This design comes from an exercise in tuning for small area, a short achievable clock period and few clock cycles on the open sky130 flow, not from production work.
Only simulation tests tie the RTL to the original design; equivalence was not proved.
Power is estimated from default activity; no workload was simulated.

### flow/config.mk
export PLATFORM = sky130hd
export DESIGN_NAME = mips_mc
export DESIGN_NICKNAME = mips_mc
export VERILOG_FILES = /design/flow/design.v
export SDC_FILE = /design/flow/constraint.sdc
export NUM_CORES = 4
export LEC_CHECK = 0
export CAP_MARGIN = 20
export CORE_MARGIN = 2
export CORE_UTILIZATION = 30
export CTS_BUF_LIST = sky130_fd_sc_hd__clkbuf_8
export GPL_ROUTABILITY_DRIVEN = 1
export PLACE_DENSITY = 0.72
export SETUP_SLACK_MARGIN = 0.8
export SLEW_MARGIN = 20
### flow/constraint.sdc
create_clock -name core_clock -period 5.5 [get_ports {clk}]
set_input_delay 1.1000 -clock core_clock [delete_from_list [all_inputs] [get_ports {clk}]]
set_output_delay 1.1000 -clock core_clock [all_outputs]
set_load 0.01 [all_outputs]
### flow/design.v
module mips_mc #(
  parameter logic [31:0] RESET_PC = 32'h0000_3000,
  parameter int unsigned ADDR_W   = 32
) (
  input  logic              clk,
  input  logic              rst,
  output logic              mem_req,
  output logic              mem_we,
  output logic [ADDR_W-1:0] mem_addr,
  output logic [31:0]       mem_wdata,
  input  logic [31:0]       mem_rdata,
  input  logic              mem_ack,
  output logic [31:0]       pc_o,
  output logic              retire,
  output logic              halt
);
  localparam logic [5:0] OP_RTYPE = 6'h00;
  localparam logic [5:0] OP_J     = 6'h02;
  localparam logic [5:0] OP_JAL   = 6'h03;
  localparam logic [5:0] OP_BEQ   = 6'h04;
  localparam logic [5:0] OP_ADDI  = 6'h08;
  localparam logic [5:0] OP_ORI   = 6'h0D;
  localparam logic [5:0] OP_LUI   = 6'h0F;
  localparam logic [5:0] OP_LW    = 6'h23;
  localparam logic [5:0] OP_SW    = 6'h2B;
  localparam logic [5:0] FN_JR    = 6'h08;
  localparam logic [5:0] FN_ADDU  = 6'h21;
  localparam logic [5:0] FN_SUBU  = 6'h23;
  localparam logic [5:0] FN_SLT   = 6'h2A;
  logic s_go, s_fetch, s_exec, s_data, s_ret, s_halt;
  logic [31:0] pc, ir, a, b;
  logic c_addu, c_subu, c_slt, c_addi, c_ori, c_lui, c_jal, c_j, c_beq, c_jr;
  logic c_lw, c_sw, c_mem, c_wr, c_sub;
  logic [4:0] c_dst;
  logic [5:0] f_op, f_fn;
  logic f_r, f_addu, f_subu, f_slt, f_jr, f_addi, f_ori, f_lui, f_jal, f_j, f_beq;
  logic f_lw, f_sw, f_legal, f_wr;
  logic [4:0] f_rs, f_rt, f_dst;
  assign f_op    = mem_rdata[31:26];
  assign f_fn    = mem_rdata[5:0];
  assign f_rs    = mem_rdata[25:21];
  assign f_rt    = mem_rdata[20:16];
  assign f_r     = (f_op == OP_RTYPE);
  assign f_addu  = f_r && (f_fn == FN_ADDU);
  assign f_subu  = f_r && (f_fn == FN_SUBU);
  assign f_slt   = f_r && (f_fn == FN_SLT);
  assign f_jr    = f_r && (f_fn == FN_JR);
  assign f_addi  = (f_op == OP_ADDI);
  assign f_ori   = (f_op == OP_ORI);
  assign f_lui   = (f_op == OP_LUI);
  assign f_jal   = (f_op == OP_JAL);
  assign f_j     = (f_op == OP_J);
  assign f_beq   = (f_op == OP_BEQ);
  assign f_lw    = (f_op == OP_LW);
  assign f_sw    = (f_op == OP_SW);
  assign f_legal = f_addu || f_subu || f_slt || f_jr || f_addi || f_ori || f_lui ||
                   f_jal || f_j || f_beq || f_lw || f_sw;
  assign f_dst   = f_jal ? 5'd31 : (f_r ? mem_rdata[15:11] : f_rt);
  assign f_wr    = (f_addu || f_subu || f_slt || f_addi || f_ori || f_lui || f_jal) &&
                   (f_dst != 5'd0);
  logic [15:0] imm;
  logic [31:0] simm, pc4, br_target, j_target, npc, pc_f, off_f;
  logic [31:0] pc4_r, brt_r, daddr_r;
  logic        eq_r, c_stall;
  logic [31:0] sum_i, res;
  assign imm       = ir[15:0];
  assign simm      = {{16{imm[15]}}, imm};
  assign pc4       = pc4_r;
  assign br_target = brt_r;
  assign j_target  = {pc4[31:28], ir[25:0], 2'b00};
  assign pc_f  = fetch_npc ? npc : pc;
  assign off_f = {{14{mem_rdata[15]}}, mem_rdata[15:0], 2'b00};
  always_comb begin
    npc = pc4;
    if (c_beq && eq_r)     npc = br_target;
    else if (c_j || c_jal) npc = j_target;
    else if (c_jr)         npc = a;
  end
  mips_mc_alu u_alu (
    .a(a), .b(b), .imm(imm), .pc4(pc4),
    .c_sub(c_sub), .c_addu(c_addu), .c_subu(c_subu), .c_slt(c_slt),
    .c_addi(c_addi), .c_ori(c_ori), .c_lui(c_lui), .c_jal(c_jal),
    .sum(sum_i), .res(res)
  );
  logic fetch_npc, data_ph, fetch_done;
  assign fetch_npc  = (s_exec && !c_stall && !c_mem) || s_ret;
  assign data_ph    = (s_exec && !c_stall && c_mem) || s_data;
  assign mem_req    = s_fetch || fetch_npc || data_ph;
  assign mem_we     = data_ph && c_sw;
  assign mem_addr   = data_ph ? {daddr_r[31:2], 2'b00} :
                      (fetch_npc ? {npc[31:2], 2'b00} : {pc[31:2], 2'b00});
  assign mem_wdata  = b;
  assign fetch_done = (s_fetch || fetch_npc) && mem_ack;
  assign pc_o = pc;
  logic        alu_we, ld_we;
  logic [4:0]  rf_wa;
  logic [31:0] rf_wd;
  assign alu_we = s_exec && c_wr;
  assign ld_we  = data_ph && c_lw && mem_ack;
  assign rf_wa  = c_dst;
  assign rf_wd  = c_lw ? mem_rdata : res;
  logic [31:1] vld;
  logic [31:0] q [1:31];
  logic [31:1] we_k, sel_a, sel_b;
  logic [31:0] rd_a, rd_b;
  always_comb begin
    rd_a = '0;
    rd_b = '0;
    for (int k = 1; k < 32; k++) begin
      we_k[k]  = (alu_we || ld_we) && (rf_wa == 5'(k));
      sel_a[k] = vld[k] && (f_rs == 5'(k));
      sel_b[k] = vld[k] && (f_rt == 5'(k));
      rd_a = rd_a | ({32{sel_a[k]}} & q[k]);
      rd_b = rd_b | ({32{sel_b[k]}} & q[k]);
    end
  end
  for (genvar k = 1; k < 32; k++) begin : g_rf
    logic [31:0] r;
    always_ff @(posedge clk) if (we_k[k]) r <= rf_wd;
    assign q[k] = r;
  end
  logic byp_a, byp_b;
  assign byp_a = alu_we && (c_dst == f_rs);
  assign byp_b = alu_we && (c_dst == f_rt);
  logic stall_f;
  logic [31:0] simm_f;
  assign simm_f  = {{16{mem_rdata[15]}}, mem_rdata[15:0]};
  assign stall_f = ((f_lw || f_sw) && byp_a) || (f_beq && (byp_a || byp_b));
  always_ff @(posedge clk or negedge rst) begin
    if (!rst) begin
      s_go    <= 1'b1;
      s_fetch <= 1'b0;
      s_exec  <= 1'b0;
      s_data  <= 1'b0;
      s_ret   <= 1'b0;
      s_halt  <= 1'b0;
      halt    <= 1'b0;
      retire  <= 1'b0;
      pc      <= RESET_PC;
      vld     <= '0;
    end else begin
      s_go    <= 1'b0;
      s_fetch <= s_go || ((s_fetch || fetch_npc) && !mem_ack);
      s_exec  <= (fetch_done && f_legal) || (s_exec && c_stall);
      s_data  <= data_ph && !mem_ack;
      s_ret   <= data_ph && mem_ack;
      s_halt  <= s_halt || (fetch_done && !f_legal);
      halt    <= s_halt || (fetch_done && !f_legal);
      retire  <= (fetch_done && f_legal && !f_lw && !f_sw && !stall_f) ||
                 (s_exec && c_stall && !c_mem) || (data_ph && mem_ack);
      if (fetch_npc) pc <= npc;
      vld     <= vld | we_k;
    end
  end
  always_ff @(posedge clk) begin
    if (fetch_done) begin
      ir     <= mem_rdata;
      pc4_r  <= pc_f + 32'd4;
      brt_r  <= {pc_f[31:2] - ~off_f[31:2], pc_f[1:0]};    
      a      <= byp_a ? res : rd_a;
      b      <= byp_b ? res : rd_b;
      c_addu <= f_addu;
      c_subu <= f_subu;
      c_slt  <= f_slt;
      c_addi <= f_addi;
      c_ori  <= f_ori;
      c_lui  <= f_lui;
      c_jal  <= f_jal;
      c_j    <= f_j;
      c_beq  <= f_beq;
      c_jr   <= f_jr;
      c_lw   <= f_lw;
      c_sw   <= f_sw;
      c_mem  <= f_lw || f_sw;
      c_sub  <= f_subu || f_slt;
      c_wr   <= f_wr;
      c_dst  <= f_lw ? f_rt : f_dst;
      daddr_r <= rd_a + simm_f;
      eq_r   <= (rd_a == rd_b);
      c_stall <= stall_f;
    end else if (s_exec && c_stall) begin
      daddr_r <= sum_i;
      eq_r   <= (a == b);
      c_stall <= 1'b0;
    end
  end
endmodule
module mips_mc_alu (
  input  logic [31:0] a,
  input  logic [31:0] b,
  input  logic [15:0] imm,
  input  logic [31:0] pc4,
  input  logic        c_sub,
  input  logic        c_addu,
  input  logic        c_subu,
  input  logic        c_slt,
  input  logic        c_addi,
  input  logic        c_ori,
  input  logic        c_lui,
  input  logic        c_jal,
  output logic [31:0] sum,
  output logic [31:0] res
);
  logic [31:0] simm, sum_r;
  logic        addi_ovf, lt;
  assign simm     = {{16{imm[15]}}, imm};
  assign sum      = a + simm;
  assign sum_r    = a + (b ^ {32{c_sub}}) + {31'h0, c_sub};
  assign addi_ovf = (a[31] == imm[15]) && (sum[31] != a[31]);
  assign lt       = (a[31] != b[31]) ? a[31] : sum_r[31];
  assign res = ({32{c_addu || c_subu}} & sum_r) |
               ({32{c_slt}}  & {31'h0, lt}) |
               ({32{c_addi}} & (addi_ovf ? b : sum)) |
               ({32{c_ori}}  & (a | {16'h0000, imm})) |
               ({32{c_lui}}  & {imm, 16'h0000}) |
               ({32{c_jal}}  & pc4);
endmodule
### flow/flow/run.sh
#!/bin/bash
# The standard layout (standard.sh: the standard flow's own synthesis and ORFS flow), with
# plain buf_2 cells as the port buffers instead of the delay buffers the port
# buffering picks by default. Every port still gets its buffer.
set -euo pipefail
export BUFFER_PORTS_ARGS="-buffer_cell sky130_fd_sc_hd__buf_2"
bash standard.sh > standard.log 2>&1
### flow/standard.sh
#!/bin/bash
# synth_recipe.tcl (not shown) runs the flow's synth.tcl, then flattens the netlist and writes it again
# the make line also repeats each setting of config.mk as NAME=value (left out here)
make -C /OpenROAD-flow-scripts/flow DESIGN_CONFIG=/design/flow/config.mk WORK_HOME=/design/flow/orfs CLKGATE_MAP_FILE= SYNTH_SCRIPT=/design/flow/synth_recipe.tcl "${@:-finish}"
==> run notes <==
==> kinds of logic (layout without fill, tap and decap cells) <==
kind of cell	Yosys count	count (layout)
AND/OR/NAND/NOR	1076	1077
adder cells (fa/ha/maj)	140	140
buffers and inverters	429	1317
AO/OA/AOI/OAI	1539	1539
XOR/XNOR	229	229
other	1	19
flip-flops	1266	1266
multiplexers	132	137
==> what timing repair did <==
action                                 4_1_cts  5_1_grt
pin swaps                                    7       38
gates cloned                                 3        3
setup endpoints to repair                  838      552
endpoints found under the hold margin        0        0
resized for setup                           19      110
buffers inserted                            12       31
==> cell usage in the layout (no fill, tap or decap), types with 88 or more instances in the layout <==
master    count
a21oi_1     178
a221oi_1    139
a22o_1      154
a22oi_1     575
buf_12      106
buf_2       126
buf_4       593
clkbuf_8    215
edfxtp_1   1196
ha_1        120
inv_1       147
nand2_1     182
nand3_1     262
nor2_1      172
o21ai_0      88
xnor2_1     133
xor2_1       94
==> cell type report <==
type	count	area, um2	share of cell area [%]
flip-flops and latches	1266	37700	49.1
multi-input cells	3125	23800	31.0
repair buffers	841	7390	9.63
well taps	2688	3360	4.38
clock buffers	215	2960	3.86
clock inverters	166	1110	1.45
inverters	95	364	0.475
diodes	16	40.0	0.0522
==> routing by layer <==
metal / GRT usage [%] / up-vias / share of wire [%]
li1: - / 21058 / -
met1: 35.5 / 26834 / 34
met2: 42.6 / 5799 / 41
met3: 12.2 / 1675 / 16
met4: 18.3 / 12 / 8.5
met5: 0.161 / - / 0.072
==> sequential cells by signal, summed over array words and instances (netlist names), 5 cells and up <==
name,count
daddr_r,30
pc,32
g_rf.r,992
pc4_r,32
brt_r,30
ir,26
c_dst,5
b,32
vld,31
a,32
==> worst max-delay path, cell delays in order <==
cell	delay (ns)
buf_6	0.14
and3b_4	0.21
buf_4	0.15
and2_4	0.21
buf_12	0.16
a222oi_1	0.50
nand3_1	0.19
or4_1	0.60
buf_12	0.17
ha_4	0.20
and3_1	0.21
nand3_2	0.13
nor3_2	0.05
o31ai_2	0.10
o211ai_4	0.19
buf_6	0.17
o311a_4	0.32
nand2b_1	0.18
xnor2_2	0.26
a21oi_1	0.11
==> stage by stage <==
step | setup TNS (ns) | util [%]
after CTS | 0 | 37.1
after detailed placement | -9.79 | 35.0
after floorplan | 0 | -
final | 0 | 37.5
after global placement | -9.65 | 35.0
after global routing | 0 | 37.5
==> final timing paths <==
| check | startpoint | to | cells after the start |
|---|---|---|---|
| min in group core_clock | mem_ack | s_data | 2 |
| max in group asynchronous | rst | vld[31] | 1 |
| worst min-delay path | rst | pc[23] | 1 |
| worst max-delay path | mem_rdata[25] | daddr_r[23] | 20 |
| worst max register to register | ir[10] | g_rf[8].r[30] | 16 |
| worst min register to register | vld[23] | vld[23] | 1 |
==> report_power, final <==
part	internal [mW]	switching (mW)	leakage, nW
clock network	4.26	4.15	2.29
logic	1.89	3.15	14.0
registers	11.4	0.285	11.7
==> PnR_summary.wiki <==
{| class="wikitable"
! Metric !! Value
|-
| Outcome || timing/DRC/antenna clean
|-
| Chip height || 458 um
|-
| Cell area reported after detailed placement || 0.0716 mm2
|-
| Setup violations, final || 0
|-
| Most instantiated cells after synthesis || edfxtp_1 (1196), a22oi_1 (580), clkbuf_1 (280), nand3_1 (263), nor2_1 (200)
|-
| Post-Place Cells || 7966
|-
| Initial cell density of the core || 30.2%
|-
| Vias after detailed routing || 55.4k
|-
| Fin crit period || 4.71 ns
|-
| Type of origin of the critical path || input pin
|-
| Die width || 458 um
|-
| Hold WS || 0.197 ns
|-
| Placement row count || 166
|-
| Dominant cells by area after synthesis || edfxtp_1 (58%), a22oi_1 (7.1%), ha_1 (2.8%), dfrtp_1 (2.7%), a221oi_1 (2.3%)
|-
| Number of detailed-route iterations in the first pass || 10
|-
| Count of port buffers added during placement || 132
|-
| Wire length of the first global-routing pass || 427 mm
|-
| WL per Instance || 38.0 um
|-
| Antenna-violating nets left || 0
|-
| Worst setup skew after layout || 0.0963 ns
|-
| Cell type contributing the most total cell area after synthesis || edfxtp_1
|-
| Overflow after GRT || 0
|-
| Clock insertion delay at the later pin of the skew report || 1.01 ns
|-
| I/O pin total || 135
|-
| Flop2flop setup slack || 0.84 ns
|-
| Post-synthesis xor/xnor area fraction || 3.25%
|-
| Mapped Area || 0.0617 mm2
|-
| 1st-iter DRT viols || 11.4k
|-
| Hold Crit Class || in -> async
|-
| Worst Setup Slack, final || 0.794 ns
|-
| Mux share of post-synthesis cell area || 2.28%
|-
| Dpl ws || -0.476 ns
|-
| Number of hold-repair buffers added at the cts stage || 0
|-
| Critical path endpoint category || flip-flop
|-
| Worst EP arrival || 5.40 ns
|-
| Largest net degree at the start of global routing || 95
|-
| Asr flop ratio synth || 5.53%
|-
| Tcrit/Tclk final || 85.6%
|-
| Total CTS buffers || 203
|-
| Average cell area after synthesis || 12.8 um2
|-
| Sum of net half-perimeters after detailed placement || 215 mm
|-
| Clock Pin Slew Worst Setup and Hold Paths || 0.07 ns
|-
| Adder-cell share of the synthesized area || 2.87%
|-
| Max FO, Critical Path || 9
|-
| Fraction of final layout cells sized beyond drive strength 1 || 26.0%
|-
| Max Cap Viol || 0
|-
| Placeable core area || 0.205 mm2
|-
| Sinks on the clock net || 1266
|-
| Overall global routing resource usage || 29.2%
|-
| TritonCTS clock tree || built
|-
| Number of enable flip-flop cells after synthesis || 1196
|-
| Yosys Warn Count || 2
|-
| Root Driver || clkbuf_8
|-
| Post-synthesis sequential area ratio || 61.0%
|-
| Fillcell total || 19.5k
|-
| Post-layout total power || 25.1 mW
|-
| FF+latch count, synth || 1266
|-
| Last weighted congestion value of the routability-driven placer || 1.05
|-
| Synth-to-Final Area Change || 24.3%
|-
| Cell with the most instances after synthesis || edfxtp_1
|-
| Post-route standard cell area excluding fillers || 0.0767 mm2
|-
| Data required, critical path || 6.19 ns
|-
| Worst-Margin Slew || 1.19 ns
|-
| Dominant synthesized flop cell || edfxtp_1
|-
| Via density || 6.58
|-
| Worst ir drop on vdd || 0.229 mV
|-
| Setup Crit Path Kind || in -> reg
|-
| Number of pins exceeding their max-slew limit in the final report || 0
|-
| Net count, final || 5707
|-
| DRC viols || 0
|-
| Via count of the first global-routing pass || 52.2k
|-
| Number of distinct library cells after synthesis || 91
|-
| Wirelength, routed || 319 mm
|-
| Post-synthesis compound-gate area fraction || 18.7%
|-
| Unrepaired setup endpoints after global routing || true
|-
| Max Fclk || 213 MHz
|-
| Endpoints failing hold || 0
|-
| Max-slew headroom || 20.5%
|-
| Clock Tree Buf Depth || 3
|-
| Post-synthesis share of cell area spent on and, or, nand and nor gates || 9.12%
|-
| Finished Layout Cells || 8412
|-
| Synth top area share || 58.2%
|-
| Dominant combinational cell family by area after synthesis || compound AO/OA/AOI/OAI gates
|-
| Initial antenna violation count || 13
|-
| CTS H-tree lvls || 4
|-
| Power per unit of standard cell area || 328 mW/mm2
|-
| DIE AREA || 0.209 mm2
|-
| Gate Count Post-Synth || 4812
|-
| Leakage power total || 28.0 nW
|}
Testbench counts, summed over its fixed seeds: cycles 166,438.

==> port drivers added, routing unchanged <==
No port has a modelled driver above. Below, the same layout with a new extraction and two added sets of constraints. Step 1: set_driving_cell puts a clkbuf_16 on clk and a buf_2 on each other input, an assumption about the parent block. Step 2 times the ports against the registers' clock, not the clock port: input delays grow and output delays shrink by t, the midpoint of the rising clock arrivals with the driver on. a / b / c = no drivers / after step 1 / after step 2; a / b = the first two.
t (ns): 1.043
setup WS [ns]: 0.794 / 0.732 / -0.311
latest minus earliest clock arrival (ns): 0.103 / 0.103
worst slew at a driven data input, ns: 0.23
pins driven straight from the clock port: 1
With both steps, setup timing fails in this run, where it was met with ideal ports. The setup slack of this run moves by -0.062 ns with the drivers and by -1.105 ns with both steps.
